What follows belongs to an exercise in optimizing a design on an open flow for small area; a production flow would make more cautious choices. At most, simulation tests tie the RTL to the original design; equivalence was not proved. For runs 5 and 6, only the layout was checked, not whether the RTL still works. Power figures rest on the tool's default switching activity, not on a simulated workload.

### flow/config.mk
export PLATFORM = sky130hd
export DESIGN_NAME = ahb_lite_slave
export DESIGN_NICKNAME = ahb_lite_slave
export VERILOG_FILES = /design/flow/design.v
export SDC_FILE = /design/flow/constraint.sdc
export NUM_CORES = 4
export LEC_CHECK = 0
export CAP_MARGIN = 20
export CORE_MARGIN = 2
export CORE_UTILIZATION = 40
export SLEW_MARGIN = 20
export SYNTH_HIERARCHICAL = 1
### flow/design.v
package ahb_pkg;
  typedef enum logic [1:0] {
    IDLE   = 2'b00,
    BUSY   = 2'b01,
    NONSEQ = 2'b10,
    SEQ    = 2'b11
  } htrans_e;
  typedef enum logic [2:0] {
    BYTE   = 3'b000,
    HALF   = 3'b001,
    WORD   = 3'b010,
    DWORD  = 3'b011,
    LINE4  = 3'b100,
    LINE8  = 3'b101,
    LINE16 = 3'b110,
    LINE32 = 3'b111
  } hsize_e;
  typedef enum logic [2:0] {
    SINGLE = 3'b000,
    INCR   = 3'b001,
    WRAP4  = 3'b010,
    INCR4  = 3'b011,
    WRAP8  = 3'b100,
    INCR8  = 3'b101,
    WRAP16 = 3'b110,
    INCR16 = 3'b111
  } hburst_e;
endpackage
package slave_pkg;
  typedef enum logic [1:0] {
    RESP_OKAY      = 2'b00,
    RESP_ERR_FIRST = 2'b01,
    RESP_ERR_LAST  = 2'b10
  } resp_state_e;
  typedef logic [$clog2(64)-1:0] word_idx_t;
endpackage
`timescale 1ns/100ps
module ahb_addr_phase (
  input  logic                       tb_clk,
  input  logic                       rst_i,
  input  logic                       hsel_i,
  input  logic [8-1:0]     haddr_i,
  input  ahb_pkg::htrans_e           htrans_i,
  input  ahb_pkg::hsize_e            hsize_i,
  input  logic                       hwrite_i,
  input  logic                       hready_i,
  output logic [3:0]                 dp_idx_o,
  output logic                       dp_rd_hi_o,
  output logic [3:0]                 dp_lane_we_o,
  output logic                       dp_err_o
);
  logic       accept;
  logic       map_ok;
  logic       align_ok;
  logic       legal;
  logic [3:0] lanes;
  logic       store_wr;
  assign accept = hsel_i && hready_i && htrans_i[1];
  always_comb begin
    map_ok = hwrite_i ? (haddr_i[7] | haddr_i[6]) : ~haddr_i[7];
    case (hsize_i)
      3'd0: begin
        align_ok = 1'b1;
        lanes    = 4'b0001 << haddr_i[1:0];
      end
      3'd1: begin
        align_ok = ~haddr_i[0];
        lanes    = {haddr_i[1], haddr_i[1], ~haddr_i[1], ~haddr_i[1]};
      end
      3'd2: begin
        align_ok = (haddr_i[1:0] == 2'b00);
        lanes    = 4'b1111;
      end
      default: begin
        align_ok = 1'b0;
        lanes    = 4'b0000;
      end
    endcase
    legal = map_ok && align_ok;
  end
  assign dp_err_o = accept && !legal;
  assign store_wr = accept && legal && hwrite_i && (haddr_i[7:6] == 2'b01);
  always_ff @(posedge tb_clk) begin
    if (rst_i) begin
      dp_lane_we_o <= 4'b0000;
    end else begin
      dp_lane_we_o <= store_wr ? lanes : 4'b0000;
    end
  end
  always_ff @(posedge tb_clk) begin
    dp_idx_o   <= haddr_i[5:2];
    dp_rd_hi_o <= haddr_i[6];
  end
endmodule
`timescale 1ns/100ps
module ahb_resp_ctrl (
  input  logic tb_clk,
  input  logic rst_i,
  input  logic dp_err_i,
  output logic hready_o,
  output logic hresp_o
);
  logic err_first_q;
  logic err_last_q;
  always_ff @(posedge tb_clk) begin
    if (rst_i) begin
      err_first_q <= 1'b0;
      err_last_q  <= 1'b0;
    end else begin
      err_first_q <= dp_err_i;
      err_last_q  <= err_first_q;
    end
  end
  assign hready_o = ~err_first_q;
  assign hresp_o  = err_first_q | err_last_q;
endmodule
`timescale 1ns/100ps
module ws_hold_sel (
  input  logic load_i,
  input  logic d_i,
  input  logic hold_i,
  input  logic q_i,
  output logic y_o
);
  assign y_o = (load_i & d_i) | (hold_i & q_i);
endmodule
module ws_read3_n (
  input  logic [2:0] sel_i,
  input  logic [2:0] d_i,
  output logic       y_no
);
  assign y_no = ~|(sel_i & d_i);
endmodule
module ws_read1_n (
  input  logic sel_i,
  input  logic d_i,
  output logic y_no
);
  assign y_no = ~(sel_i & d_i);
endmodule
module word_store (
  input  logic                      tb_clk,
  input  logic                      rst_i,
  input  logic [3:0]                idx_i,
  input  logic                      rd_hi_i,
  input  logic [3:0]                lane_we_i,
  input  logic [32-1:0]    wdata_i,
  output logic [32-1:0]    rdata_o
);
  localparam int LANES = 32 / 8;
  localparam int WORDS = 16;
  logic [32-1:0] mem_q [WORDS];
  logic [32-1:0] mem_d [WORDS];
  logic [LANES-1:0] load [WORDS];
  logic [LANES-1:0] hold [WORDS];
  logic [WORDS-1:0] rsel;
  always_comb begin
    for (int w = 0; w < WORDS; w++) begin
      for (int b = 0; b < LANES; b++) begin
        load[w][b] = ~rst_i & lane_we_i[b] & (idx_i == 4'(w));
        hold[w][b] = ~rst_i & ~(lane_we_i[b] & (idx_i == 4'(w)));
      end
      rsel[w] = rd_hi_i & (idx_i == 4'(w));
    end
  end
  for (genvar w = 0; w < WORDS; w++) begin : g_word
    for (genvar i = 0; i < 32; i++) begin : g_bit
      ws_hold_sel u_sel (
        .load_i (load[w][i/8]),
        .d_i    (wdata_i[i]),
        .hold_i (hold[w][i/8]),
        .q_i    (mem_q[w][i]),
        .y_o    (mem_d[w][i])
      );
    end
  end
  always_ff @(posedge tb_clk) begin
    for (int w = 0; w < WORDS; w++) begin
      mem_q[w] <= mem_d[w];
    end
  end
  logic [5:0] rd_n [32];
  for (genvar i = 0; i < 32; i++) begin : g_rd
    for (genvar g = 0; g < 5; g++) begin : g_grp
      ws_read3_n u_rd3 (
        .sel_i (rsel[3*g +: 3]),
        .d_i   ({mem_q[3*g+2][i], mem_q[3*g+1][i], mem_q[3*g][i]}),
        .y_no  (rd_n[i][g])
      );
    end
    ws_read1_n u_rd1 (
      .sel_i (rsel[15]),
      .d_i   (mem_q[15][i]),
      .y_no  (rd_n[i][5])
    );
    assign rdata_o[i] = ~&rd_n[i];
  end
endmodule
`timescale 1ns/100ps
module ahb_lite_slave (
  input  logic                    tb_clk,
  input  logic                    rst_i,
  input  logic                    hsel_i,
  input  logic [8-1:0]  haddr_i,
  input  ahb_pkg::htrans_e        htrans_i,
  input  ahb_pkg::hsize_e         hsize_i,
  input  logic                    hwrite_i,
  input  logic [32-1:0]  hwdata_i,
  output logic [32-1:0]  hrdata_o,
  output logic                    hready_o,
  output logic                    hresp_o
);
  logic [3:0] dp_idx;
  logic       dp_rd_hi;
  logic [3:0] dp_lane_we;
  logic       dp_err;
  ahb_addr_phase u_addr_phase (
    .tb_clk       (tb_clk),
    .rst_i        (rst_i),
    .hsel_i       (hsel_i),
    .haddr_i      (haddr_i),
    .htrans_i     (htrans_i),
    .hsize_i      (hsize_i),
    .hwrite_i     (hwrite_i),
    .hready_i     (hready_o),
    .dp_idx_o     (dp_idx),
    .dp_rd_hi_o   (dp_rd_hi),
    .dp_lane_we_o (dp_lane_we),
    .dp_err_o     (dp_err)
  );
  ahb_resp_ctrl u_resp_ctrl (
    .tb_clk   (tb_clk),
    .rst_i    (rst_i),
    .dp_err_i (dp_err),
    .hready_o (hready_o),
    .hresp_o  (hresp_o)
  );
  word_store u_word_store (
    .tb_clk    (tb_clk),
    .rst_i     (rst_i),
    .idx_i     (dp_idx),
    .rd_hi_i   (dp_rd_hi),
    .lane_we_i (dp_lane_we),
    .wdata_i   (hwdata_i),
    .rdata_o   (hrdata_o)
  );
endmodule
### flow/run.sh
#!/bin/bash
# synth_recipe.tcl (not shown) runs the flow's synth.tcl, then flattens the netlist and writes it again
# the make line also repeats each setting of config.mk as NAME=value (left out here)
make -C /OpenROAD-flow-scripts/flow DESIGN_CONFIG=/design/flow/config.mk WORK_HOME=/design/flow/orfs CLKGATE_MAP_FILE= SYNTH_SCRIPT=/design/flow/synth_recipe.tcl finish
### flow/constraint.sdc
create_clock -name core_clock -period 6.5 [get_ports {tb_clk}]
set_input_delay 1.3000 -clock core_clock [delete_from_list [all_inputs] [get_ports {tb_clk}]]
set_output_delay 1.3000 -clock core_clock [all_outputs]
set_load 0.01 [all_outputs]
==> summary.txt, run 1 <==
Io pins: 83
Final WL: 64430 um
DR WL/cell: 28.06 um
CP max stage cell: dfxtp_1
Final period util: 0.8826
Seq/Total Area, Yosys: 0.5684
Worst-path clk slew: 0.06 ns
Routability congestion estimate: 0.8189
RR Startpoint: u_addr_phase.dp_idx_o[0]
CP cell instances: nand3b_1, nor2_2, buf_4, a222oi_1, and4_1, nand3_1, clkdlybuf4s50_1
Setup violators final: 0
Hold_sp: u_word_store.mem_q[15][24]
Clk latency of the worst-skew pair: 0.60 ns
Initial antenna violation count: 0
Number of global-route vias before repair: 14930
CP Launch Type: flop
Fin Setup TNS: 0 ns
Predominant post-synthesis flop cell: dfxtp_1
Worst Setup Path Type: reg2out
Net count after synthesis: 1580
Crit path max fanout: 27
Fillers: 4077
Min cycle time layout: 5.737 ns
Clock Skew: 0.008496 ns
RSZ-0062 raised after global routing: false
Final ANT Viol Nets: 0
Critical Path AT: 4.44 ns
Global route overflow: 0
Die ar.: 47780 um2
Largest net degree at the start of global routing: 43
Vias/cell: 6.840
DRT iter0 DRCs: 2640
I/O Buffers: 81
FF-to-FF setup slack: 3.36 ns
Bufs and invs on worst path: 2
Post-CTS setup buffers: 0
Leak Pwr: 7.870 nW
Row count: 78
Avg Synthesized Cell Area: 12.03 um2
WHS Path Cells: 1
Core Region: 45380 um2
Final total power: 6.665 mW
Gr usage total: 0.2610
Post-CTS Hold Buffers: 0
Max VDD drop: 0.2453 mV
Drt pass-1 iters: 9
First-pass GRT wire length: 95630 um
Measured slew at the worst slew-check pin: 1.162 ns
Final Hold Vio Count: 0
Ys async rst share: 0
Pwr Density: 303.6 nW/um2
Final Max Tran Viols: 0
Chip height: 218.6 um
CP Data Required Time: 5.20 ns
R2R cell count: 4
CTS buffer count: 53
Post-CTS sizing: 0
Remaining DRCs: 0
Setup crit end kind: primary output
CTS tree: yes
Sink Count: 523
Max Fclk: 174.3 MHz
Crit-path leading delay family: simple AND/OR/NAND/NOR gates
Die width: 218.6 um
Mapped cell area: 18420 um2
Slew headroom: 0.2234
Yosys cell types: 33
Nets@finish: 1707
Worst Hold End: u_word_store.mem_q[15][24]
Clock Path Buffers: 3
Flops & latches, synth: 523
Max-cap violation count: 0
Yosys warns: 17
Vias: 15700
Cell count after synthesis: 1531
Outcome: finished clean
CTS root buffer: clkbuf_16
# H-tree levels: 2
# diodes: 0
WHS: 0.4678 ns
FF-to-FF End: u_word_store.mem_q[5][29]
CP peak stage delay: 1.06 ns
Initial Utilization: 0.4059
Share of cells above drive strength 1: 0.08373
Layout area overhead: 19.19%
Hpwl dp: 39540 um
Post-synth EDFFs: 0
Hold WC Path Type: reg2reg
-- worst max path at each step --
stage                              from            to  slack [ns]  depth (start not counted)
2_1_floorplan  u_addr_phase.dp_idx_o[1]   hrdata_o[0]        2.57                          6
3_3_place_gp   u_addr_phase.dp_idx_o[1]  hrdata_o[23]        1.44                          7
3_5_place_dp   u_addr_phase.dp_idx_o[1]  hrdata_o[23]        1.37                          7
4_1_cts        u_addr_phase.dp_idx_o[1]  hrdata_o[23]        0.73                          7
5_1_grt        u_addr_phase.dp_idx_o[0]  hrdata_o[23]        0.58                          7
6_report       u_addr_phase.dp_idx_o[0]  hrdata_o[22]        0.76                          7
-- report_power, final --
part	leakage [nW]	switching (mW)	internal [mW]	total, mW
Sequential	4.21	0.00835	3.21	3.22
Combinational	2.76	0.201	0.0513	0.253
Clock	0.899	1.28	1.92	3.20
-- layout by cell type (no fill, tap or decap), types with 6 or more instances in the layout --
cell type and count:
clkbuf_16 53, nor2_4 6, a21oi_1 21, nand2_1 33, a222oi_1 160, and4_1 32, clkbuf_8 17, bufinv_16 6
nor2_2 11, clkinv_2 7, a31oi_1 48, nand3_1 34, nand4bb_1 9, dfxtp_1 522, nor2_1 65, clkbuf_1 10
buf_4 25, a22o_1 512, clkdlybuf4s50_1 80
-- routing by layer --
| metal | up-vias | global-route usage | wire length (um) |
|---|---|---|---|
| li1 | 6826 | - | - |
| met1 | 7818 | 0.3888 | 28620 |
| met2 | 950 | 0.3898 | 28060 |
| met3 | 110 | 0.04537 | 6358 |
| met4 | 0 | 0.06077 | 1389 |
| met5 | - | 0 | 0 |
-- cells in the mapped netlist, types with 5 or more instances --
master	n	area (um2)
nor2_1	82	307.8
clkbuf_1	19	71.32
a31oi_1	48	300.3
buf_2	15	75.07
a222oi_1	160	1602
nand4bb_1	9	101.4
nor2b_1	5	31.28
nand2_1	33	123.9
a21oi_1	21	105.1
nand3_1	34	170.2
and4_1	32	280.3
a22o_1	512	4484
dfxtp_1	523	10470
-- per-module statistics from Yosys (local to each module, per instance), a selection --
module	copies in the design	area, um2
ahb_addr_phase	1	339.1
ws_read3_n	160	10.01
ws_read1_n	32	3.754
ahb_resp_ctrl	1	65.06
ws_hold_sel	512	8.758
word_store	1	11810
-- per-stage QoR --
| stage | cell area (um2) | std cells | setup slack [ns] | utilization |
|---|---|---|---|---|
| after floorplan | 18420 | 1531 | 2.566 | - |
| after global placement | 20080 | 2201 | 1.439 | 0.4426 |
| after detailed placement | 20140 | 2203 | 1.365 | 0.4438 |
| after CTS | 21950 | 2296 | 0.7348 | 0.4837 |
| after global routing | 21950 | 2296 | 0.5797 | 0.4838 |
| final | 21950 | 2296 | 0.7633 | 0.4838 |
-- layout make-up --
type	instances	area (um2)	area share
Tap cell	600	750.7	0.03420
Clock inverter	13	215.2	0.009803
Sequential cell	523	10470	0.4770
Clock buffer	80	1598	0.07278
Multi-Input combinational cell	969	7859	0.3580
Inverter	3	11.26	0.0005129
Timing Repair Buffer	108	1049	0.04776
-- state kept, by name, summed over array words and instances (netlist names) --
| register | count |
|---|---|
| u_addr_phase.dp_lane_we_o | 4 |
| u_resp_ctrl.err_first_q | 1 |
| u_addr_phase.dp_idx_o | 4 |
| u_resp_ctrl.err_last_q | 1 |
| u_addr_phase.dp_rd_hi_o | 1 |
| u_word_store.mem_q | 512 |
-- cell families (layout without fill, tap and decap cells) --
group                  Yosys count  in the layout  share of synthesized area
AND/OR/NAND/NOR                225            225                    0.06841
AO/OA/AOI/OAI                  744            744                     0.3542
flip-flops                     523            523                     0.5684
buffers and inverters           39            204                   0.008967
==> run 2: changes to the inputs <==
--- a/flow/design.v
+++ b/flow/design.v
@@ -140,2 +140,29 @@
 endmodule
+module ws_nor2 (
+  input  logic a_i,
+  input  logic b_i,
+  output logic y_o
+);
+  assign y_o = ~(a_i | b_i);
+endmodule
+module ws_nand6 (
+  input  logic [5:0] a_i,
+  output logic       y_o
+);
+  logic lo;
+  ws_and3 u_lo (.a_i(a_i[2:0]), .y_o(lo));
+  ws_nand4 u_hi (.a_i({a_i[5:3], lo}), .y_o(y_o));
+endmodule
+module ws_and3 (
+  input  logic [2:0] a_i,
+  output logic       y_o
+);
+  assign y_o = &a_i;
+endmodule
+module ws_nand4 (
+  input  logic [3:0] a_i,
+  output logic       y_o
+);
+  assign y_o = ~&a_i;
+endmodule
 module word_store (
@@ -156,9 +183,17 @@
   logic [WORDS-1:0] rsel;
+  logic [WORDS-1:0] wdec_n;
+  logic [LANES-1:0] lane_n;
   always_comb begin
     for (int w = 0; w < WORDS; w++) begin
-      for (int b = 0; b < LANES; b++) begin
-        load[w][b] = ~rst_i & lane_we_i[b] & (idx_i == 4'(w));
-        hold[w][b] = ~rst_i & ~(lane_we_i[b] & (idx_i == 4'(w)));
-      end
-      rsel[w] = rd_hi_i & (idx_i == 4'(w));
+      wdec_n[w] = ~(idx_i == 4'(w));
+      rsel[w]   = rd_hi_i & (idx_i == 4'(w));
+    end
+    for (int b = 0; b < LANES; b++) begin
+      lane_n[b] = rst_i | ~lane_we_i[b];
+    end
+  end
+  for (genvar w = 0; w < WORDS; w++) begin : g_ctl
+    for (genvar b = 0; b < LANES; b++) begin : g_lane
+      ws_nor2 u_load (.a_i(wdec_n[w]), .b_i(lane_n[b]), .y_o(load[w][b]));
+      ws_nor2 u_hold (.a_i(load[w][b]), .b_i(rst_i), .y_o(hold[w][b]));
     end
@@ -195,3 +230,3 @@
     );
-    assign rdata_o[i] = ~&rd_n[i];
+    ws_nand6 u_or (.a_i(rd_n[i]), .y_o(rdata_o[i]));
   end
--- a/flow/config.mk
+++ b/flow/config.mk
@@ -9,3 +9,4 @@
 export CORE_MARGIN = 2
-export CORE_UTILIZATION = 40
+export CORE_UTILIZATION = 70
+export PLACE_DENSITY = 0.8
 export SLEW_MARGIN = 20
==> run 2 against run 1 <==
Net effect:
- still clean on timing, DRC and antenna
- area after synthesis shrank 2.2%
- hold slack better by 0.0026 ns
- clock power down 14%
- flip-flop and latch count is the same
- fmax rose by 10%
- utilization up 34 points
- clock-buffer cell count decreased by 2
- final area shrank 4.7%
- die area shrank 43%
- largest power group unchanged
- highest routed layer unchanged
==> summary.txt, run 2 <==
Chip height: 164.4 um (was 218.6 um)
Post-CTS Hold Buffers: 0 (unchanged)
Bufs and invs on worst path: 2 (unchanged)
Predominant post-synthesis flop cell: dfxtp_1 (unchanged)
Pwr Density: 295.1 nW/um2 (was 303.6 nW/um2)
Net count after synthesis: 1546 (was 1580)
Post-synth EDFFs: 0 (unchanged)
I/O Buffers: 81 (unchanged)
Post-CTS sizing: 0 (unchanged)
Met1 GRT Util: 0.5404 (was 0.3888)
Top Registers: u_word_store.mem_q (512), u_addr_phase.dp_idx_o (4), u_addr_phase.dp_lane_we_o (4) (unchanged)
Largest net degree at the start of global routing: 37 (was 43)
Outcome: finished clean (unchanged)
Commonest cells after routing, fill and taps aside: 523 x dfxtp_1, 512 x a22o_1, 160 x a222oi_1 (was 522 x dfxtp_1, 512 x a22o_1, 160 x a222oi_1)
Min cycle time layout: 5.196 ns (was 5.737 ns)
CTS root buffer: clkbuf_16 (unchanged)
# H-tree levels: 2 (unchanged)
CP max stage cell: nor2_2 (was dfxtp_1)
First-pass GRT wire length: 84970 um (was 95630 um)
Flops & latches, synth: 523 (unchanged)
Routability congestion estimate: 0.8785 (was 0.8189)
Layout area overhead: 16.19% (was 19.19%)
Measured slew at the worst slew-check pin: 1.131 ns (was 1.162 ns)
Clock Path Buffers: 3 (unchanged)
Final WL: 56210 um (was 64430 um)
Leak Pwr: 7.589 nW (was 7.870 nW)
Slew headroom: 0.2452 (was 0.2234)
Setup violators final: 0 (unchanged)
Critical Path AT: 3.90 ns (was 4.44 ns)
Global route overflow: 0 (unchanged)
Synth area leaders: dfxtp_1 58%, a22o_1 25%, a222oi_1 8.9%, nor2_1 3.0%, nand4_1 1.1% (was dfxtp_1 57%, a22o_1 24%, a222oi_1 8.7%, nor2_1 1.7%, a31oi_1 1.6%)
Fin Setup TNS: 0 ns (unchanged)
Setup crit end kind: primary output (unchanged)
Final period util: 0.7994 (was 0.8826)
Hpwl dp: 34010 um (was 39540 um)
Final Hold Vio Count: 0 (unchanged)
Row count: 58 (was 78)
Number of global-route vias before repair: 15000 (was 14930)
CP peak stage delay: 0.94 ns (was 1.06 ns)
Clk latency of the worst-skew pair: 0.56 ns (was 0.60 ns)
Worst Setup Path Type: reg2out (unchanged)
Yosys warns: 15 (was 17)
Max Fclk: 192.4 MHz (was 174.3 MHz)
Flip-flop count of the largest register after layout: 512 (unchanged)
Final Max Tran Viols: 0 (unchanged)
Cell count after synthesis: 1497 (was 1531)
Crit-path leading delay family: simple AND/OR/NAND/NOR gates (unchanged)
Ys async rst share: 0 (unchanged)
Worst-path clk slew: 0.06 ns (about the same)
Most common cell after layout, fill and taps aside: dfxtp_1 (unchanged)
Final ANT Viol Nets: 0 (unchanged)
Nets@finish: 1691 (was 1707)
Top-area cell type share of the netlist area: 0.5813 (was 0.5684)
Post-CTS setup buffers: 0 (unchanged)
CP Data Required Time: 5.20 ns (about the same)
Synth top cells by count: 523 x dfxtp_1, 512 x a22o_1, 160 x a222oi_1, 142 x nor2_1, 42 x nand2_1 (was 523 x dfxtp_1, 512 x a22o_1, 160 x a222oi_1, 82 x nor2_1, 48 x a31oi_1)
Avg Synthesized Cell Area: 12.03 um2 (about the same)
Vias/cell: 7.949 (was 6.840)
RSZ-0062 raised after global routing: false (unchanged)
DRT iter0 DRCs: 3359 (was 2640)
Max-cap violation count: 0 (unchanged)
Share of cells above drive strength 1: 0.06615 (was 0.08373)
Core Region: 25250 um2 (was 45380 um2)
CP cell instances: nand2b_1, nor2_2, buf_4, a222oi_1, nand4_1, clkdlybuf4s50_1 (was nand3b_1, nor2_2, buf_4, a222oi_1, and4_1, nand3_1, clkdlybuf4s50_1)
Remaining DRCs: 0 (unchanged)
Sink Count: 523 (unchanged)
Yosys cell types: 27 (was 33)
Clock Skew: 0.01826 ns (was 0.008496 ns)
Pre-CTS setup slack: 2.018 ns (was 1.365 ns)
Initial antenna violation count: 1 (was 0)
Seq/Total Area, Yosys: 0.5813 (was 0.5684)
CTS tree: yes (unchanged)
Grt met2 use: 0.6320 (was 0.3898)
Initial Utilization: 0.7132 (was 0.4059)
GR Layer Usage met3: 0.07936 (was 0.04537)
Most frequent cell after synthesis: dfxtp_1 (unchanged)
Drt pass-1 iters: 13 (was 9)
Largest area contributor in the netlist: dfxtp_1 (unchanged)
Gr usage total: 0.4012 (was 0.2610)
Vias: 15970 (was 15700)
Die width: 164.4 um (was 218.6 um)
Die ar.: 27030 um2 (was 47780 um2)
Mapped cell area: 18010 um2 (was 18420 um2)
Crit path max fanout: 18 (was 27)
Hold WC Path Type: reg2reg (unchanged)
DR WL/cell: 27.98 um (was 28.06 um)
Gr busiest metal: met2 (unchanged)
CP Launch Type: flop (unchanged)
Most flop-heavy register: u_word_store.mem_q (unchanged)
Io pins: 83 (unchanged)
Max VDD drop: 0.2804 mV (was 0.2453 mV)
CTS buffer count: 48 (was 53)
Setup ws final: 1.304 ns (was 0.7633 ns)
run 2: cell type report:
type	instances	area, um2
inverter	3	11.26
tap	330	412.9
sequential	523	10470
clock inverter	8	97.59
fill	1522	4328
multi-input combinational	967	7562
timing repair buffer	99	944.7
clock buffer	78	1425
antenna	1	2.502
run 2: worst paths after layout:
kind	from	endpoint	slack [ns]	cells after the start
max	u_addr_phase.dp_idx_o[0]	hrdata_o[28]	1.30	6
min reg2reg	u_word_store.mem_q[9][1]	u_word_store.mem_q[9][1]	0.47	1
max reg2reg	u_addr_phase.dp_idx_o[3]	u_word_store.mem_q[11][19]	3.47	5
min	u_word_store.mem_q[9][1]	u_word_store.mem_q[9][1]	0.47	1
run 2: metrics by stage:
stage	util	instances	hold WS (ns)	total power [mW]	area (um2)
finish	0.8286	2009	0.4704	6.175	20930
global placement	0.7675	1921	0.4508	3.482	19380
global route	0.8285	2008	0.4783	6.305	20920
detailed placement	0.7682	1922	0.4515	3.487	19400
floorplan	-	1497	0.4383	3.350	18010
CTS	0.8285	2008	0.4721	6.163	20920
run 2: Yosys stat by module, one instance, submodules excluded, excerpt:
module          cells  cell area (um2)
ws_nand4            1            6.256
ws_hold_sel         1            8.758
ahb_addr_phase     30            339.1
ws_read3_n          1            10.01
ws_nor2             1            3.754
ws_read1_n          1            3.754
ahb_resp_ctrl       6            65.06
ws_and3             1            6.256
word_store        565            10520
run 2: cells by family after synthesis:
logic type	synth area share
buffers and inverters	0.002014
DFF	0.5813
and+or+nand+nor	0.07558
AOI/OAI and AO/OA	0.3411
run 2: layer usage:
metal	vias to the layer above	part of all wire
met3	177	0.12
met4	0	0.043
met1	7840	0.39
met5	-	0
met2	1274	0.45
li1	6679	-
run 2: power breakdown:
part | switching (mW) | internal (mW) | total (mW)
Combinational | 0.169 | 0.0451 | 0.214
Sequential | 0.00619 | 3.21 | 3.21
Clock | 1.17 | 1.57 | 2.75
==> run 3: changes to the inputs <==
==> flow/flow/run.sh (new file) <==
#!/bin/bash
# Standard layout, with small port buffers and a clock tree of larger sink clusters without
# dummy loads. Each tool's output goes to a log of its own in this folder.
set -euo pipefail
export BUFFER_PORTS_ARGS="-buffer_cell sky130_fd_sc_hd__buf_1"
export CTS_ARGS="-sink_clustering_enable -repair_clock_nets -dont_use_dummy_load -sink_clustering_size 30 -sink_clustering_max_diameter 100"
bash standard.sh > standard_make.log 2>&1
==> flow/standard.sh (new file) <==
#!/bin/bash
# synth_recipe.tcl (not shown) runs the flow's synth.tcl, then flattens the netlist and writes it again
# the make line also repeats each setting of config.mk as NAME=value (left out here)
make -C /OpenROAD-flow-scripts/flow DESIGN_CONFIG=/design/flow/config.mk WORK_HOME=/design/flow/orfs CLKGATE_MAP_FILE= SYNTH_SCRIPT=/design/flow/synth_recipe.tcl "${@:-finish}"
--- a/flow/config.mk
+++ b/flow/config.mk
@@ -7,7 +7,7 @@
 export LEC_CHECK = 0
-export CAP_MARGIN = 20
+export CAP_MARGIN = 0
 export CORE_MARGIN = 2
-export CORE_UTILIZATION = 70
-export PLACE_DENSITY = 0.8
-export SLEW_MARGIN = 20
+export CORE_UTILIZATION = 60
+export PLACE_DENSITY = 0.7
+export SLEW_MARGIN = 0
 export SYNTH_HIERARCHICAL = 1
removed: flow/run.sh
==> run 3 against run 2 <==
Net effect:
- sequential share of layout area rose by 3.7 points
- combinational power fell by 8%
- still clean
- first-iteration DRC count fell by 37%
- critical path depth rose by 1
- flip-flop and latch count did not move
- hold slack improved by 0.0038 ns
- setup slack improved by 0.36 ns
- die area rose by 16%
==> summary.txt, run 3 <==
Hpwl dp: 34030 um (was 34010 um)
Sink Count: 523 (unchanged)
Most common cell after layout, fill and taps aside: dfxtp_1 (unchanged)
Commonest cells after routing, fill and taps aside: 523 x dfxtp_1, 512 x a22o_1, 160 x a222oi_1 (unchanged)
Cell count after synthesis: 1497 (unchanged)
Final total power: 4.932 mW (was 6.175 mW)
Largest net degree at the start of global routing: 41 (was 37)
Initial Utilization: 0.6077 (was 0.7132)
Row count: 63 (was 58)
CP startpoint: u_addr_phase.dp_idx_o[3] (was u_addr_phase.dp_idx_o[0])
Setup violators final: 0 (unchanged)
Flops & latches, synth: 523 (unchanged)
Slew headroom: 0.1189 (was 0.2452)
RSZ-0062 raised after global routing: false (unchanged)
Max VDD drop: 0.2565 mV (was 0.2804 mV)
FF-to-FF setup slack: 3.30 ns (was 3.47 ns)
Clock Path Buffers: 3 (unchanged)
Post-CTS setup buffers: 0 (unchanged)
CTS tree: yes (unchanged)
Drt pass-1 iters: 6 (was 13)
Measured slew at the worst slew-check pin: 1.314 ns (was 1.131 ns)
R2R cell count: 5 (unchanged)
Register area: 10470 um2 (unchanged)
Clock power share: 0.309 (was 0.445)
Vias: 14840 (was 15970)
Global route overflow: 0 (unchanged)
Core Region: 29640 um2 (was 25250 um2)
Outcome: finished clean (unchanged)
Synth top cells by count: 523 x dfxtp_1, 512 x a22o_1, 160 x a222oi_1, 142 x nor2_1, 42 x nand2_1 (unchanged)
Avg Synthesized Cell Area: 12.03 um2 (unchanged)
Clk latency of the worst-skew pair: 0.55 ns (was 0.56 ns)
Yosys cell types: 27 (unchanged)
Largest area contributor in the netlist: dfxtp_1 (unchanged)
Die width: 177.3 um (was 164.4 um)
Top-area cell type share of the netlist area: 0.5813 (unchanged)
Worst-path clk slew: 0.11 ns (was 0.06 ns)
Sw Ratio: 0.2261 (was 0.2183)
First-pass GRT wire length: 82140 um (was 84970 um)
Predominant post-synthesis flop cell: dfxtp_1 (unchanged)
Post-synthesis adder-cell area fraction: 0 (unchanged)
Chip height: 177.3 um (was 164.4 um)
Crit path max fanout: 17 (was 18)
Leak Pwr: 6.900 nW (was 7.589 nW)
Max Fclk: 206.9 MHz (was 192.4 MHz)
Seq/Total Area, Yosys: 0.5813 (unchanged)
Final ANT Viol Nets: 0 (unchanged)
Final Hold Vio Count: 0 (unchanged)
Proportion of synthesized area in mux cells: 0 (unchanged)
Max-cap violation count: 0 (unchanged)
Seq pwr share: 0.651 (was 0.520)
Flip-flop count of the largest register after layout: 512 (unchanged)
Final WL: 54770 um (was 56210 um)
Most flop-heavy register: u_word_store.mem_q (unchanged)
Vias/cell: 7.406 (was 7.949)
Hold WC Path Type: reg2reg (unchanged)
Synth area leaders: dfxtp_1 58%, a22o_1 25%, a222oi_1 8.9%, nor2_1 3.0%, nand4_1 1.1% (unchanged)
Yosys warns: 15 (unchanged)
Min cycle time layout: 4.833 ns (was 5.196 ns)
Die ar.: 31420 um2 (was 27030 um2)
Fillers: 2360 (was 1522)
Internal cell power: 3.817 mW (was 4.826 mW)
Routability congestion estimate: 0.8425 (was 0.8785)
Most frequent cell after synthesis: dfxtp_1 (unchanged)
Final period util: 0.7435 (was 0.7994)
RR Startpoint: u_addr_phase.dp_idx_o[1] (was u_addr_phase.dp_idx_o[3])
DRT iter0 DRCs: 2113 (was 3359)
FF-to-FF End: u_word_store.mem_q[14][25] (was u_word_store.mem_q[11][19])
# diodes: 0 (was 1)
Area of the multi-input gates: 7562 um2 (unchanged)
Post-CTS Hold Buffers: 0 (unchanged)
CP Launch Type: flop (unchanged)
Xor and xnor area share after synthesis: 0 (unchanged)
DR WL/cell: 27.34 um (was 27.98 um)
Mapped cell area: 18010 um2 (unchanged)
Clock Skew: 0.04322 ns (was 0.01826 ns)
Share of cells above drive strength 1: 0.04092 (was 0.06615)
Nets@finish: 1664 (was 1691)
Post-synth EDFFs: 0 (unchanged)
Net count after synthesis: 1546 (unchanged)
Worst Setup Path Type: reg2out (unchanged)
Gr usage total: 0.3362 (was 0.4012)
CTS buffer count: 21 (was 48)
Main combinational cell family by area after synthesis: compound AO/OA/AOI/OAI gates (unchanged)
Remaining DRCs: 0 (unchanged)
P_sw: 1.115 mW (was 1.348 mW)
Setup crit end kind: primary output (unchanged)
Post-CTS sizing: 0 (unchanged)
End of the critical path: hrdata_o[25] (was hrdata_o[28])
Fin Setup TNS: 0 ns (unchanged)
Top Registers: u_word_store.mem_q (512), u_addr_phase.dp_idx_o (4), u_addr_phase.dp_lane_we_o (4) (unchanged)
Critical Path AT: 3.53 ns (was 3.90 ns)
Comb power frac: 0.040 (was 0.035)
I/O Buffers: 81 (unchanged)
Final Max Tran Viols: 0 (unchanged)
# H-tree levels: 1 (was 2)
Io pins: 83 (unchanged)
Ys async rst share: 0 (unchanged)
Synth Area in Simple Gates: 0.07558 (unchanged)
Pwr Density: 253.0 nW/um2 (was 295.1 nW/um2)
CTS root buffer: clkbuf_16 (unchanged)
CP Data Required Time: 5.20 ns (about the same)
Initial antenna violation count: 0 (was 1)
Layout area overhead: 8.253% (was 16.19%)
Compound-Gate Fraction of Synth Area: 0.3411 (unchanged)
Number of global-route vias before repair: 13900 (was 15000)
-- run 3: cell counts after synthesis --
No cell type changed its count.
-- run 3: kinds of logic (layout without fill, tap and decap cells) --
family                 Yosys count  in the layout
AOI/OAI and AO/OA              680            680
DFF                            523            523
and+or+nand+nor                287            287
buffers and inverters            7            123
-- run 3: Yosys stat by module (local to each module, per instance), excerpt --
module          cell area, um2  copies in the design
ahb_resp_ctrl            65.06                     1
ws_read1_n               3.754                    32
ws_read3_n               10.01                   160
ws_and3                  6.256                    32
word_store               10520                     1
ahb_addr_phase           339.1                     1
ws_nor2                  3.754                   128
ws_nand4                 6.256                    32
ws_hold_sel              8.758                   512
-- run 3: worst min path at each step --
stage / start / slack, ns / endpoint / cells after the start
3_5_place_dp: u_word_store.mem_q[6][2] / 0.45 / u_word_store.mem_q[6][2] / 1
4_1_cts: u_word_store.mem_q[4][26] / 0.47 / u_word_store.mem_q[4][26] / 1
2_1_floorplan: u_word_store.mem_q[0][0] / 0.44 / u_word_store.mem_q[0][0] / 1
6_report: u_word_store.mem_q[4][26] / 0.47 / u_word_store.mem_q[4][26] / 1
3_3_place_gp: u_word_store.mem_q[9][12] / 0.45 / u_word_store.mem_q[9][12] / 1
5_1_grt: u_word_store.mem_q[3][24] / 0.48 / u_word_store.mem_q[3][24] / 1
-- run 3: metrics by stage --
step / instances / setup WS [ns] / hold slack, ns / util / area (um2)
finish: 2003 / 1.667 / 0.4742 / 0.6578 / 19500
global route: 2003 / 1.536 / 0.4841 / 0.6578 / 19500
CTS: 2003 / 1.754 / 0.4740 / 0.6578 / 19500
detailed placement: 1982 / 2.362 / 0.4515 / 0.6401 / 18970
global placement: 1982 / 2.401 / 0.4506 / 0.6401 / 18970
floorplan: 1497 / 2.283 / 0.4383 / - / 18010
-- run 3: final cells by class --
type	instances	share of cell area
inverter	3	0.0005776
sequential	523	0.5370
timing repair buffer	99	0.02259
tap	390	0.02503
multi-input combinational	967	0.3879
clock buffer	21	0.02695
-- run 3: power groups by stage --
stage	Clock (mW)	Combinational [mW]	Sequential (mW)
6_report	1.53	0.196	3.21
5_1_grt	1.64	0.205	3.21
4_1_cts	1.54	0.189	3.21
3_5_place_dp	0	0.188	3.28
3_3_place_gp	0	0.187	3.28
2_1_floorplan	0	0.0706	3.28
-- run 3: routing by layer --
layer  vias up  track usage  wire, um
met3       112      0.03673      4620
li1       6568            -         -
met4         0       0.1240      1961
met5         -            0         0
met1      7373       0.4912     23180
met2       782       0.5151     25010
-- run 3: critical path, cell delays in order, from the launching register on --
cell      delay (ns)
dfxtp_1         0.51
nand3b_1        0.28
nor3_2          1.04
buf_4           0.43
a222oi_1        0.17
and3_1          0.22
nand4_1         0.12
buf_1           0.18
==> run 4: changes to the inputs <==
--- a/flow/config.mk
+++ b/flow/config.mk
@@ -7,3 +7,3 @@
 export LEC_CHECK = 0
-export CAP_MARGIN = 0
+export CAP_MARGIN = 20
 export CORE_MARGIN = 2
@@ -11,3 +11,3 @@
 export PLACE_DENSITY = 0.7
-export SLEW_MARGIN = 0
+export SLEW_MARGIN = 20
 export SYNTH_HIERARCHICAL = 1
==> run 4 against run 3 <==
Net effect:
- utilization hardly changed
- first-iteration DRC count is 4.3% higher
- final area hardly changed
- setup slack better by 0.018 ns
- still clean on timing, DRC and antenna
- via count is 0.36% lower
- global-route usage is 0.065 points lower
- largest cell class unchanged
- cell count stayed put
==> summary.txt, run 4 <==
Outcome: finished clean (unchanged)
RSZ-0062 raised after global routing: false (unchanged)
Post-synthesis adder-cell area fraction: 0 (unchanged)
Compound-Gate Fraction of Synth Area: 0.3411 (unchanged)
First-pass GRT wire length: 82040 um (was 82140 um)
Synth Area in Simple Gates: 0.07558 (unchanged)
Critical path depth in cells: 6 (was 7)
Post-CTS sizing: 0 (unchanged)
CTS buffer count: 21 (unchanged)
Leak Pwr: 6.903 nW (was 6.900 nW)
Measured slew at the worst slew-check pin: 1.189 ns (was 1.314 ns)
Final ANT Viol Nets: 0 (unchanged)
Final Max Tran Viols: 0 (unchanged)
Chip height: 177.3 um (unchanged)
Max-cap violation count: 0 (unchanged)
Clock Path Buffers: 3 (unchanged)
Vias/cell: 7.380 (was 7.406)
Number of global-route vias before repair: 13970 (was 13900)
Die ar.: 31420 um2 (unchanged)
Cell count after placement: 1982 (unchanged)
Post-CTS Hold Buffers: 0 (unchanged)
Crit-path leading delay family: simple AND/OR/NAND/NOR gates (unchanged)
Remaining DRCs: 0 (unchanged)
Io pins: 83 (unchanged)
Nets@finish: 1664 (unchanged)
Largest area contributor in the netlist: dfxtp_1 (unchanged)
Min cycle time layout: 4.815 ns (was 4.833 ns)
Commonest cells after routing, fill and taps aside: 523 x dfxtp_1, 512 x a22o_1, 160 x a222oi_1 (unchanged)
WHS: 0.4764 ns (was 0.4742 ns)
Share of cells above drive strength 1: 0.04092 (unchanged)
Proportion of synthesized area in mux cells: 0 (unchanged)
Avg Synthesized Cell Area: 12.03 um2 (unchanged)
Synth top cells by count: 523 x dfxtp_1, 512 x a22o_1, 160 x a222oi_1, 142 x nor2_1, 42 x nand2_1 (unchanged)
WHS Path Cells: 1 (unchanged)
Synth area leaders: dfxtp_1 58%, a22o_1 25%, a222oi_1 8.9%, nor2_1 3.0%, nand4_1 1.1% (unchanged)
Post-synth EDFFs: 0 (unchanged)
CTS tree: yes (unchanged)
Setup crit end kind: primary output (unchanged)
Max Fclk: 207.7 MHz (was 206.9 MHz)
Max VDD drop: 0.1880 mV (was 0.2565 mV)
Initial Utilization: 0.6077 (unchanged)
Most flop-heavy register: u_word_store.mem_q (unchanged)
CTS root buffer: clkbuf_16 (unchanged)
Row count: 63 (unchanged)
CP Data Required Time: 5.20 ns (about the same)
Mapped cell area: 18010 um2 (unchanged)
Clk latency of the worst-skew pair: 0.55 ns (about the same)
Flip-flop count of the largest register after layout: 512 (unchanged)
Sink Count: 523 (unchanged)
Xor and xnor area share after synthesis: 0 (unchanged)
Flops & latches, synth: 523 (unchanged)
Routability congestion estimate: 0.8425 (unchanged)
Yosys warns: 15 (unchanged)
Ys async rst share: 0 (unchanged)
Hpwl dp: 34020 um (was 34030 um)
Top-area cell type share of the netlist area: 0.5813 (unchanged)
Net count after synthesis: 1546 (unchanged)
Initial antenna violation count: 0 (unchanged)
Fin Setup TNS: 0 ns (unchanged)
Core Region: 29640 um2 (unchanged)
Final Hold Vio Count: 0 (unchanged)
DR WL/cell: 27.19 um (was 27.34 um)
Clock Skew: 0.03688 ns (was 0.04322 ns)
Critical Path AT: 3.51 ns (was 3.53 ns)
R2R cell count: 5 (unchanged)
Largest net degree at the start of global routing: 41 (unchanged)
Gr usage total: 0.3355 (was 0.3362)
Bufs and invs on worst path: 2 (unchanged)
Main combinational cell family by area after synthesis: compound AO/OA/AOI/OAI gates (unchanged)
Final WL: 54460 um (was 54770 um)
Cell count after synthesis: 1497 (unchanged)
Crit path max fanout: 17 (unchanged)
Slew headroom: 0.2065 (was 0.1189)
CP max stage cell: nor2_2 (was nor3_2)
Setup violators final: 0 (unchanged)
Global route overflow: 0 (unchanged)
# H-tree levels: 1 (unchanged)
Die width: 177.3 um (unchanged)
Post-Layout Cell Count: 2003 (unchanged)
Seq/Total Area, Yosys: 0.5813 (unchanged)
DRT iter0 DRCs: 2204 (was 2113)
Yosys cell types: 27 (unchanged)
Post-CTS setup buffers: 0 (unchanged)
Predominant post-synthesis flop cell: dfxtp_1 (unchanged)
Pwr Density: 252.7 nW/um2 (was 253.0 nW/um2)
CP peak stage delay: 0.98 ns (was 1.04 ns)
Most common cell after layout, fill and taps aside: dfxtp_1 (unchanged)
I/O Buffers: 81 (unchanged)
Top Registers: u_word_store.mem_q (512), u_addr_phase.dp_idx_o (4), u_addr_phase.dp_lane_we_o (4) (unchanged)
CP Launch Type: flop (unchanged)
Most frequent cell after synthesis: dfxtp_1 (unchanged)
Hold WC Path Type: reg2reg (unchanged)
Vias: 14780 (was 14840)
Drt pass-1 iters: 9 (was 6)
Worst-path clk slew: 0.11 ns (about the same)
CP cell instances: nand2b_1, nor2_2, buf_4, a222oi_1, nand4_1, buf_1 (was nand3b_1, nor3_2, buf_4, a222oi_1, and3_1, nand4_1, buf_1)
Layout area overhead: 8.288% (was 8.253%)
Final period util: 0.7408 (was 0.7435)
# diodes: 0 (unchanged)
Worst Setup Path Type: reg2out (unchanged)
[run 4: layer usage]
metal	routed length, um	global-route usage	vias to the layer above
met3	4599	0.04489	107
met1	23170	0.4822	7336
met2	24720	0.5170	765
li1	-	-	6574
met4	1961	0.1240	0
met5	0	0	-
[run 4: final timing paths]
kind                               endpoint                       from  slack (ns)
hold reg to reg   u_word_store.mem_q[5][31]  u_word_store.mem_q[5][31]        0.48
setup / recovery               hrdata_o[14]   u_addr_phase.dp_idx_o[1]        1.69
setup reg to reg  u_word_store.mem_q[14][9]   u_addr_phase.dp_idx_o[1]        3.29
hold / removal    u_word_store.mem_q[5][31]  u_word_store.mem_q[5][31]        0.48
[run 4: cell families (layout without fill, tap and decap cells)]
logic type | Yosys count | count (layout)
AO/OA/AOI/OAI | 680 | 680
AND/OR/NAND/NOR | 287 | 287
buffers and inverters | 7 | 123
flip-flops | 523 | 523
[run 4: report_power, final]
group | internal, mW | leakage [nW] | switching [mW]
clock network | 0.586 | 0.259 | 0.936
logic | 0.0259 | 2.43 | 0.169
registers | 3.21 | 4.21 | 0.00592
[run 4: cell type report]
class	instances	area (um2)
Sequential cell	523	10470
Fill cell	2373	10130
Multi-Input combinational cell	967	7569
Clock buffer	21	525.5
Tap cell	390	488.0
Timing Repair Buffer	99	440.4
Inverter	3	11.26
[run 4: modules after synthesis, one instance, submodules excluded, a selection]
module          cells  times used  cell area [um2]  flops+latches
word_store        565           1            10520            512
ahb_addr_phase     30           1            339.1              9
ahb_resp_ctrl       6           1            65.06              2
ws_read3_n          1         160            10.01              0
ws_hold_sel         1         512            8.758              0
ws_nand4            1          32            6.256              0
ws_read1_n          1          32            3.754              0
ws_nor2             1         128            3.754              0
[run 4: worst register-to-register path, stage by stage (launching register included)]
cell and delay (ns):
dfxtp_1 0.76, nor2b_1 0.32, nand3_1 0.58, nor2_1 0.78, nor2_1 0.33, a22o_1 0.31
[run 4: stage by stage]
stage | setup slack, ns | util | cell area [um2] | power, mW
after floorplan | 2.283 | - | 18010 | 3.350
after global placement | 2.401 | 0.6401 | 18970 | 3.471
after detailed placement | 2.396 | 0.6403 | 18980 | 3.472
after CTS | 1.782 | 0.6581 | 19500 | 4.949
after global routing | 1.576 | 0.6581 | 19500 | 5.065
final | 1.685 | 0.6581 | 19500 | 4.928
==> run 5: changes to the inputs <==
--- a/flow/design.v
+++ b/flow/design.v
@@ -147,2 +147,15 @@
 endmodule
+module ws_nand2 (
+  input  logic a_i,
+  input  logic b_i,
+  output logic y_o
+);
+  assign y_o = ~(a_i & b_i);
+endmodule
+module ws_inv (
+  input  logic a_i,
+  output logic y_o
+);
+  assign y_o = ~a_i;
+endmodule
 module ws_nand6 (
@@ -184,7 +197,9 @@
   logic [WORDS-1:0] wdec_n;
+  logic [3:0]       pre_lo;
+  logic [3:0]       pre_hi;
   logic [LANES-1:0] lane_n;
   always_comb begin
-    for (int w = 0; w < WORDS; w++) begin
-      wdec_n[w] = ~(idx_i == 4'(w));
-      rsel[w]   = rd_hi_i & (idx_i == 4'(w));
+    for (int j = 0; j < 4; j++) begin
+      pre_lo[j] = (idx_i[1:0] == 2'(j));
+      pre_hi[j] = rd_hi_i & (idx_i[3:2] == 2'(j));
     end
@@ -193,2 +208,6 @@
     end
+  end
+  for (genvar w = 0; w < WORDS; w++) begin : g_dec
+    ws_nand2 u_dec (.a_i(pre_lo[w % 4]), .b_i(pre_hi[w / 4]), .y_o(wdec_n[w]));
+    ws_inv   u_sel (.a_i(wdec_n[w]), .y_o(rsel[w]));
   end
--- a/flow/config.mk
+++ b/flow/config.mk
@@ -7,3 +7,3 @@
 export LEC_CHECK = 0
-export CAP_MARGIN = 20
+export CAP_MARGIN = 0
 export CORE_MARGIN = 2
@@ -11,3 +11,3 @@
 export PLACE_DENSITY = 0.7
-export SLEW_MARGIN = 20
+export SLEW_MARGIN = 0
 export SYNTH_HIERARCHICAL = 1
==> run 5 against run 4 <==
Net effect:
- hold slack got worse by 0.0021 ns
- largest power group unchanged
- final area shrank 0.60%
- sequential share of layout area increased by 0.32 points
- critical path type unchanged
- utilization is 0.22 points lower
- still clean
- clock power about the same
- largest cell class unchanged
- sequential power hardly changed
- power barely moved
- first-iteration DRC count up 9.7%
==> summary.txt, run 5 <==
Yosys cell types: 26 (was 27)
Setup crit end kind: primary output (unchanged)
Mapped cell area: 17950 um2 (was 18010 um2)
Worst-path clk slew: 0.11 ns (about the same)
Nets@finish: 1657 (was 1664)
CP Data Required Time: 5.20 ns (about the same)
FF-to-FF setup slack: 4.08 ns (was 3.29 ns)
Post-Layout Cell Count: 1996 (was 2003)
Fin Setup TNS: 0 ns (unchanged)
Layout area overhead: 8.016% (was 8.288%)
Clock Path Buffers: 3 (unchanged)
Max Fclk: 208.6 MHz (was 207.7 MHz)
Seq/Total Area, Yosys: 0.5833 (was 0.5813)
Vias: 14650 (was 14780)
Vias/cell: 7.338 (was 7.380)
Cell count after synthesis: 1488 (was 1497)
Min cycle time layout: 4.794 ns (was 4.815 ns)
Predominant post-synthesis flop cell: dfxtp_1 (unchanged)
Yosys warns: 15 (unchanged)
Drt pass-1 iters: 7 (was 9)
Top-area cell type share of the netlist area: 0.5833 (was 0.5813)
CTS buffer count: 21 (unchanged)
Synth area leaders: dfxtp_1 58%, a22o_1 25%, a222oi_1 8.9%, nor2_1 2.7%, and3_1 1.2% (was dfxtp_1 58%, a22o_1 25%, a222oi_1 8.9%, nor2_1 3.0%, nand4_1 1.1%)
R2R cell count: 5 (unchanged)
CP startpoint: u_addr_phase.dp_idx_o[1] (unchanged)
# H-tree levels: 1 (unchanged)
Net count after synthesis: 1537 (was 1546)
Largest net degree at the start of global routing: 39 (was 41)
DRT iter0 DRCs: 2418 (was 2204)
Most common cell after layout, fill and taps aside: dfxtp_1 (unchanged)
Gr usage total: 0.3306 (was 0.3355)
Global route overflow: 0 (unchanged)
RR Startpoint: u_addr_phase.dp_idx_o[3] (was u_addr_phase.dp_idx_o[1])
Post-synth EDFFs: 0 (unchanged)
Setup violators final: 0 (unchanged)
Most frequent cell after synthesis: dfxtp_1 (unchanged)
Largest area contributor in the netlist: dfxtp_1 (unchanged)
Leak Pwr: 7.023 nW (was 6.903 nW)
Critical Path AT: 3.49 ns (was 3.51 ns)
Clock Skew: 0.04562 ns (was 0.03688 ns)
CTS root buffer: clkbuf_16 (unchanged)
Die ar.: 31310 um2 (was 31420 um2)
Core Region: 29560 um2 (was 29640 um2)
Final WL: 53790 um (was 54460 um)
Ys async rst share: 0 (unchanged)
Worst Setup Path Type: reg2out (unchanged)
First-pass GRT wire length: 81010 um (was 82040 um)
Max VDD drop: 0.2245 mV (was 0.1880 mV)
Io pins: 83 (unchanged)
Final Hold Vio Count: 0 (unchanged)
Avg Synthesized Cell Area: 12.06 um2 (was 12.03 um2)
Pwr Density: 253.9 nW/um2 (was 252.7 nW/um2)
Row count: 63 (unchanged)
Die width: 177.0 um (was 177.3 um)
Synth top cells by count: 523 x dfxtp_1, 512 x a22o_1, 160 x a222oi_1, 129 x nor2_1, 48 x nand2_1 (was 523 x dfxtp_1, 512 x a22o_1, 160 x a222oi_1, 142 x nor2_1, 42 x nand2_1)
Share of cells above drive strength 1: 0.03113 (was 0.04092)
Outcome: finished clean (unchanged)
Flops & latches, synth: 523 (unchanged)
DR WL/cell: 26.95 um (was 27.19 um)
Hpwl dp: 33060 um (was 34020 um)
Flip-flop count of the largest register after layout: 512 (unchanged)
Number of global-route vias before repair: 13510 (was 13970)
I/O Buffers: 81 (unchanged)
Initial Utilization: 0.6072 (was 0.6077)
Commonest cells after routing, fill and taps aside: 523 x dfxtp_1, 512 x a22o_1, 160 x a222oi_1 (unchanged)
CP Launch Type: flop (unchanged)
CTS tree: yes (unchanged)
RSZ-0062 raised after global routing: false (unchanged)
Routability congestion estimate: 0.8268 (was 0.8425)
Post-CTS Hold Buffers: 0 (unchanged)
Top Registers: u_word_store.mem_q (512), u_addr_phase.dp_idx_o (4), u_addr_phase.dp_lane_we_o (4) (unchanged)
Clk latency of the worst-skew pair: 0.56 ns (was 0.55 ns)
Cell count after placement: 1975 (was 1982)
Sink Count: 523 (unchanged)
Chip height: 177.0 um (was 177.3 um)
FF-to-FF End: u_word_store.mem_q[3][11] (was u_word_store.mem_q[14][9])
Crit path max fanout: 17 (unchanged)
Slew headroom: 0.1428 (was 0.2065)
Final ANT Viol Nets: 0 (unchanged)
Final Max Tran Viols: 0 (unchanged)
Measured slew at the worst slew-check pin: 1.284 ns (was 1.189 ns)
Post-CTS setup buffers: 0 (unchanged)
End of the critical path: hrdata_o[17] (was hrdata_o[14])
Remaining DRCs: 0 (unchanged)
Post-CTS sizing: 0 (unchanged)
# diodes: 0 (unchanged)
Max-cap violation count: 0 (unchanged)
Final period util: 0.7375 (was 0.7408)
Initial antenna violation count: 0 (unchanged)
Most flop-heavy register: u_word_store.mem_q (unchanged)
Fillers: 2382 (was 2373)
Hold WC Path Type: reg2reg (unchanged)
run 5: changes by cell type after synthesis, sizes merged, moves of 2 or more:
cell,before,now
and3b,0,2
buf,4,0
inv,3,19
nand2,42,48
nand2b,7,5
nand3,8,1
nand3b,2,0
nor2,142,129
nor2b,5,2
nor3,9,5
run 5: per-stage QoR:
step                hold slack [ns]  total power, mW  worst slack, ns    util  area [um2]
floorplan                    0.4383            3.343            3.504       -       17950
global placement             0.4509            3.457            2.483  0.6381       18860
detailed placement           0.4519            3.459            2.464  0.6381       18860
CTS                          0.4718            4.931            1.860  0.6559       19390
global route                 0.4939            5.058            1.652  0.6559       19390
finish                       0.4743            4.923            1.706  0.6559       19390
run 5: Yosys stat by module (local to each module, per instance), a selection:
module	cells	copies in the design	area [um2]
word_store	524	1	10340
ahb_addr_phase	30	1	339.1
ahb_resp_ctrl	6	1	65.06
ws_read3_n	1	160	10.01
ws_hold_sel	1	512	8.758
ws_and3	1	32	6.256
ws_nand4	1	32	6.256
ws_inv	1	16	3.754
ws_nand2	1	16	3.754
ws_nor2	1	128	3.754
ws_read1_n	1	32	3.754
run 5: area by class of cell:
cell class | instances | area (um2) | share of cell area
Clock buffer | 21 | 525.5 | 0.02711
Inverter | 19 | 71.32 | 0.003679
Multi-Input combinational cell | 946 | 7407 | 0.3821
Sequential cell | 523 | 10470 | 0.5400
Tap cell | 390 | 488.0 | 0.02517
Timing Repair Buffer | 97 | 425.4 | 0.02194
run 5: kinds of logic (layout without fill, tap and decap cells):
family | count (synthesis) | after routing | synth area share
compound gates | 680 | 680 | 0.3423
flops | 523 | 523 | 0.5833
buf+inv | 19 | 137 | 0.003974
simple gates | 266 | 266 | 0.07041
run 5: worst min path at each step:
stage | start | endpoint | slack, ns | cells past startpoint
2_1_floorplan | u_word_store.mem_q[0][0] | u_word_store.mem_q[0][0] | 0.44 | 1
3_3_place_gp | u_word_store.mem_q[12][13] | u_word_store.mem_q[12][13] | 0.45 | 1
3_5_place_dp | u_word_store.mem_q[0][10] | u_word_store.mem_q[0][10] | 0.45 | 1
4_1_cts | u_word_store.mem_q[3][17] | u_word_store.mem_q[3][17] | 0.47 | 1
5_1_grt | u_word_store.mem_q[13][19] | u_word_store.mem_q[13][19] | 0.49 | 1
6_report | u_word_store.mem_q[3][23] | u_word_store.mem_q[3][23] | 0.47 | 1
run 5: worst max-delay path: stages, from the launching register on:
cell	delay (ns)
dfxtp_1	0.38
and2b_2	0.26
nand2_1	0.34
inv_1	0.43
buf_4	0.35
a222oi_1	0.52
and3_1	0.27
nand4_1	0.18
buf_1	0.18
run 5: where the power goes:
group | leakage (nW) | internal, mW | switching, mW | total [mW]
Clock | 0.259 | 0.586 | 0.944 | 1.53
Sequential | 4.21 | 3.21 | 0.00178 | 3.21
Combinational | 2.55 | 0.0239 | 0.162 | 0.186
run 5: routing by layer:
layer  GRT usage  wire length, um  vias to the layer above
li1            -                -                     6512
met5           0                0                        -
met4     0.09917             1524                        0
met1      0.4967            23570                     7243
met2      0.4917            23720                      812
met3     0.04811             4974                       80
==> run 6: changes to the inputs <==
--- a/flow/design.v
+++ b/flow/design.v
@@ -51,8 +51,10 @@
 );
-  logic       accept;
-  logic       map_ok;
-  logic       align_ok;
-  logic       legal;
-  logic [3:0] lanes;
-  logic       store_wr;
+  logic accept;
+  logic align_ok;
+  logic map_ok;
+  logic legal;
+  logic store_wr;
+  logic       dp_store_wr;
+  logic [1:0] dp_lo;
+  logic [1:0] dp_size;
   assign accept = hsel_i && hready_i && htrans_i[1];
@@ -61,18 +63,6 @@
     case (hsize_i)
-      3'd0: begin
-        align_ok = 1'b1;
-        lanes    = 4'b0001 << haddr_i[1:0];
-      end
-      3'd1: begin
-        align_ok = ~haddr_i[0];
-        lanes    = {haddr_i[1], haddr_i[1], ~haddr_i[1], ~haddr_i[1]};
-      end
-      3'd2: begin
-        align_ok = (haddr_i[1:0] == 2'b00);
-        lanes    = 4'b1111;
-      end
-      default: begin
-        align_ok = 1'b0;
-        lanes    = 4'b0000;
-      end
+      3'd0:    align_ok = 1'b1;
+      3'd1:    align_ok = ~haddr_i[0];
+      3'd2:    align_ok = (haddr_i[1:0] == 2'b00);
+      default: align_ok = 1'b0;
     endcase
@@ -84,5 +74,5 @@
     if (rst_i) begin
-      dp_lane_we_o <= 4'b0000;
+      dp_store_wr <= 1'b0;
     end else begin
-      dp_lane_we_o <= store_wr ? lanes : 4'b0000;
+      dp_store_wr <= store_wr;
     end
@@ -92,3 +82,11 @@
     dp_rd_hi_o <= haddr_i[6];
+    dp_lo      <= haddr_i[1:0];
+    dp_size    <= hsize_i[1:0];
   end
+  logic [3:0] lanes;
+  assign lanes[0] = ~dp_lo[1] & ~dp_lo[0];
+  assign lanes[1] = ~dp_lo[1] & (dp_lo[0] | dp_size[0] | dp_size[1]);
+  assign lanes[2] = (dp_lo[1] & ~dp_lo[0]) | dp_size[1];
+  assign lanes[3] = (dp_lo[1] & (dp_lo[0] | dp_size[0])) | dp_size[1];
+  assign dp_lane_we_o = dp_store_wr ? lanes : 4'b0000;
 endmodule
==> run 6 against run 5 <==
Net effect:
- register-to-register slack worse by 0.24 ns
- combinational power about the same
- clock power about the same
- sequential power about the same
- sequential share of layout area up 0.13 points
- clock skew up 0.011 ns
- power about the same
- cell count down 0.10%
- critical path type unchanged
- critical endpoint is now hrdata_o[21]
- highest routed layer unchanged
==> summary.txt, run 6 <==
Seq/Total Area, Yosys: 0.5850 (was 0.5833)
Worst-path clk slew: 0.12 ns (was 0.11 ns)
Top Registers: u_word_store.mem_q (512), u_addr_phase.dp_idx_o (4) (was u_word_store.mem_q (512), u_addr_phase.dp_idx_o (4), u_addr_phase.dp_lane_we_o (4))
Fillers: 2431 (was 2382)
Flops & latches, synth: 524 (was 523)
Slew headroom: 0.3436 (was 0.1428)
Most common cell after layout, fill and taps aside: dfxtp_1 (unchanged)
Max-cap violation count: 0 (unchanged)
Nets@finish: 1655 (was 1657)
Clock Path Buffers: 3 (unchanged)
Global route overflow: 0 (unchanged)
Max VDD drop: 0.2240 mV (was 0.2245 mV)
Pwr Density: 254.2 nW/um2 (was 253.9 nW/um2)
First-pass GRT wire length: 81770 um (was 81010 um)
Vias/cell: 7.386 (was 7.338)
Layout area overhead: 8.066% (was 8.016%)
Hpwl dp: 33490 um (was 33060 um)
Die width: 176.9 um (was 177.0 um)
Crit path max fanout: 17 (unchanged)
WHS: 0.4776 ns (was 0.4743 ns)
CP Launch Type: flop (unchanged)
Cell count after synthesis: 1485 (was 1488)
Setup ws final: 1.828 ns (was 1.706 ns)
Synth top cells by count: 524 x dfxtp_1, 512 x a22o_1, 160 x a222oi_1, 131 x nor2_1, 48 x nand2_1 (was 523 x dfxtp_1, 512 x a22o_1, 160 x a222oi_1, 129 x nor2_1, 48 x nand2_1)
# diodes: 0 (unchanged)
DR WL/cell: 27.19 um (was 26.95 um)
Vias: 14730 (was 14650)
Mapped cell area: 17930 um2 (was 17950 um2)
Sink Count: 524 (was 523)
Outcome: finished clean (unchanged)
Remaining DRCs: 0 (unchanged)
WHS Path Cells: 1 (unchanged)
Chip height: 176.9 um (was 177.0 um)
Measured slew at the worst slew-check pin: 0.9846 ns (was 1.284 ns)
Most frequent cell after synthesis: dfxtp_1 (unchanged)
CTS buffer count: 21 (unchanged)
Min cycle time layout: 4.672 ns (was 4.794 ns)
Max Fclk: 214.1 MHz (was 208.6 MHz)
Setup violators final: 0 (unchanged)
Commonest cells after routing, fill and taps aside: 524 x dfxtp_1, 512 x a22o_1, 160 x a222oi_1 (was 523 x dfxtp_1, 512 x a22o_1, 160 x a222oi_1)
Net count after synthesis: 1534 (was 1537)
Clk latency of the worst-skew pair: 0.56 ns (about the same)
Routability congestion estimate: 0.8206 (was 0.8268)
Synth area leaders: dfxtp_1 58%, a22o_1 25%, a222oi_1 8.9%, nor2_1 2.7%, and3_1 1.2% (unchanged)
Worst Setup Path Type: reg2out (unchanged)
Final total power: 4.926 mW (was 4.923 mW)
Most flop-heavy register: u_word_store.mem_q (unchanged)
Io pins: 83 (unchanged)
RSZ-0062 raised after global routing: false (unchanged)
Die ar.: 31290 um2 (was 31310 um2)
RR Startpoint: u_addr_phase.dp_lo[1] (was u_addr_phase.dp_idx_o[3])
FF-to-FF End: u_word_store.mem_q[5][14] (was u_word_store.mem_q[3][11])
Fin util: 0.6556 (was 0.6559)
Post-CTS sizing: 0 (unchanged)
Gr usage total: 0.3343 (was 0.3306)
CP Data Required Time: 5.20 ns (about the same)
Initial antenna violation count: 0 (unchanged)
Yosys warns: 15 (unchanged)
Pre-CTS setup slack: 2.515 ns (was 2.464 ns)
Flip-flop count of the largest register after layout: 512 (unchanged)
Largest area contributor in the netlist: dfxtp_1 (unchanged)
Initial Utilization: 0.6066 (was 0.6072)
Post-synth EDFFs: 0 (unchanged)
Share of cells above drive strength 1: 0.02805 (was 0.03113)
Clock Skew: 0.05697 ns (was 0.04562 ns)
Drt pass-1 iters: 9 (was 7)
Final Hold Vio Count: 0 (unchanged)
Final period util: 0.7187 (was 0.7375)
Critical Path AT: 3.37 ns (was 3.49 ns)
I/O Buffers: 81 (unchanged)
Yosys cell types: 23 (was 26)
Post-CTS setup buffers: 0 (unchanged)
Fin Setup TNS: 0 ns (unchanged)
Leak Pwr: 7.035 nW (was 7.023 nW)
Core Region: 29560 um2 (unchanged)
R2R cell count: 6 (was 5)
DRT iter0 DRCs: 2566 (was 2418)
Setup crit end kind: primary output (unchanged)
Hold WC Path Type: reg2reg (unchanged)
Row count: 63 (unchanged)
CP startpoint: u_addr_phase.dp_idx_o[0] (was u_addr_phase.dp_idx_o[1])
Number of global-route vias before repair: 13870 (was 13510)
Ys async rst share: 0 (unchanged)
End of the critical path: hrdata_o[21] (was hrdata_o[17])
CTS tree: yes (unchanged)
Top-area cell type share of the netlist area: 0.5850 (was 0.5833)
Avg Synthesized Cell Area: 12.08 um2 (was 12.06 um2)
Predominant post-synthesis flop cell: dfxtp_1 (unchanged)
# H-tree levels: 1 (unchanged)
Final WL: 54220 um (was 53790 um)
Largest net degree at the start of global routing: 43 (was 39)
Final Max Tran Viols: 0 (unchanged)
Final ANT Viol Nets: 0 (unchanged)
Post-CTS Hold Buffers: 0 (unchanged)
FF-to-FF setup slack: 3.84 ns (was 4.08 ns)
CTS root buffer: clkbuf_16 (unchanged)
-- run 6: cell types whose count changed in the layout (fill, tap and decap cells not counted), moves of 2 or more --
| cell | before | now |
|---|---|---|
| nor2_1 | 129 | 131 |
| nor2b_1 | 2 | 4 |
| inv_1 | 19 | 17 |
| nor3_2 | 4 | 1 |
| o21a_1 | 0 | 4 |
| a21oi_1 | 5 | 1 |
-- run 6: cells by family after synthesis --
family          share of synthesized area
buf+inv                          0.003558
simple gates                      0.06977
compound gates                     0.3417
flops                              0.5850
-- run 6: area by class of cell --
class	count	area, um2	share of cell area
Sequential cell	524	10490	0.5413
Timing Repair Buffer	98	432.9	0.02234
Tap cell	390	488.0	0.02518
Inverter	17	63.81	0.003293
Multi-Input combinational cell	944	7378	0.3807
Clock buffer	21	525.5	0.02712
-- run 6: worst min path at each step --
stage / startpoint / endpoint / slack, ns
final: u_word_store.mem_q[12][21] / u_word_store.mem_q[12][21] / 0.48
after global routing: u_word_store.mem_q[8][18] / u_word_store.mem_q[8][18] / 0.49
after CTS: u_word_store.mem_q[4][18] / u_word_store.mem_q[4][18] / 0.47
after detailed placement: u_word_store.mem_q[2][10] / u_word_store.mem_q[2][10] / 0.45
after global placement: u_word_store.mem_q[0][5] / u_word_store.mem_q[0][5] / 0.45
after floorplan: u_word_store.mem_q[0][0] / u_word_store.mem_q[0][0] / 0.44
-- run 6: where the power goes --
| group | leakage [nW] | total (mW) | switching [mW] | internal [mW] |
|---|---|---|---|---|
| registers | 4.22 | 3.22 | 0.00270 | 3.21 |
| clock network | 0.259 | 1.53 | 0.940 | 0.586 |
| logic | 2.55 | 0.184 | 0.160 | 0.0234 |
-- run 6: per-module statistics from Yosys, one instance, submodules excluded, a selection --
| module | area (um2) | cells | flops+latches | times used |
|---|---|---|---|---|
| ahb_resp_ctrl | 65.06 | 6 | 2 | 1 |
| ws_nand2 | 3.754 | 1 | 0 | 16 |
| ws_read1_n | 3.754 | 1 | 0 | 32 |
| ws_and3 | 6.256 | 1 | 0 | 32 |
| ws_nand4 | 6.256 | 1 | 0 | 32 |
| word_store | 10340 | 524 | 512 | 1 |
| ahb_addr_phase | 322.8 | 27 | 10 | 1 |
-- run 6: metrics by stage --
step	instances	instance area, um2
floorplan	1485	17930
global placement	1973	18850
detailed placement	1973	18850
CTS	1994	19380
global route	1994	19380
finish	1994	19380
-- run 6: critical path, stage by stage (launching register included) --
cell and delay (ns):
dfxtp_1 0.35, and2_2 0.22, nand2_1 0.34, inv_1 0.45, buf_4 0.36, a222oi_1 0.48
and3_1 0.26, nand4_1 0.16, buf_1 0.18
-- run 6: routing by layer --
metal / vias to the layer above / routed length, um / global-route usage
li1: 6503 / - / -
met1: 7292 / 23910 / 0.5044
met2: 868 / 23830 / 0.5060
met3: 65 / 5414 / 0.04296
met4: 0 / 1067 / 0.08678
met5: - / 0 / 0

## separate check: timing with driven ports
In the flow no input, the clock included, has a driving cell. The finished layouts below were timed again as built, in two steps.
Step 1 assumes that a clkbuf_16 drives the clock port and a buf_2 every other input.
Step 2 adds t to the input delays and takes it off the output delays; t is the mean of the earliest and latest rising clock arrival at the registers after step 1. Input paths then give back, and output paths get back, about the clock's delay inside the block.
a / b / c = ideal ports / drivers / drivers and shift; a / b = the first two.
run	t (ns)	setup WS [ns]	clock arrival spread, ns	worst register clock-pin slew, ns
run 1	0.645	0.763 / 0.709 / 1.353	0.013 / 0.013	0.07 / 0.07
run 2	0.605	1.304 / 1.251 / 1.856	0.020 / 0.019	0.06 / 0.06
run 3	0.584	1.667 / 1.614 / 2.197	0.046 / 0.047	0.11 / 0.11
run 4	0.591	1.685 / 1.634 / 2.225	0.045 / 0.045	0.11 / 0.11
run 5	0.593	1.706 / 1.651 / 2.244	0.052 / 0.052	0.12 / 0.12
run 6	0.586	1.828 / 1.771 / 2.357	0.058 / 0.058	0.12 / 0.12
After both steps every run listed still meets setup and hold.
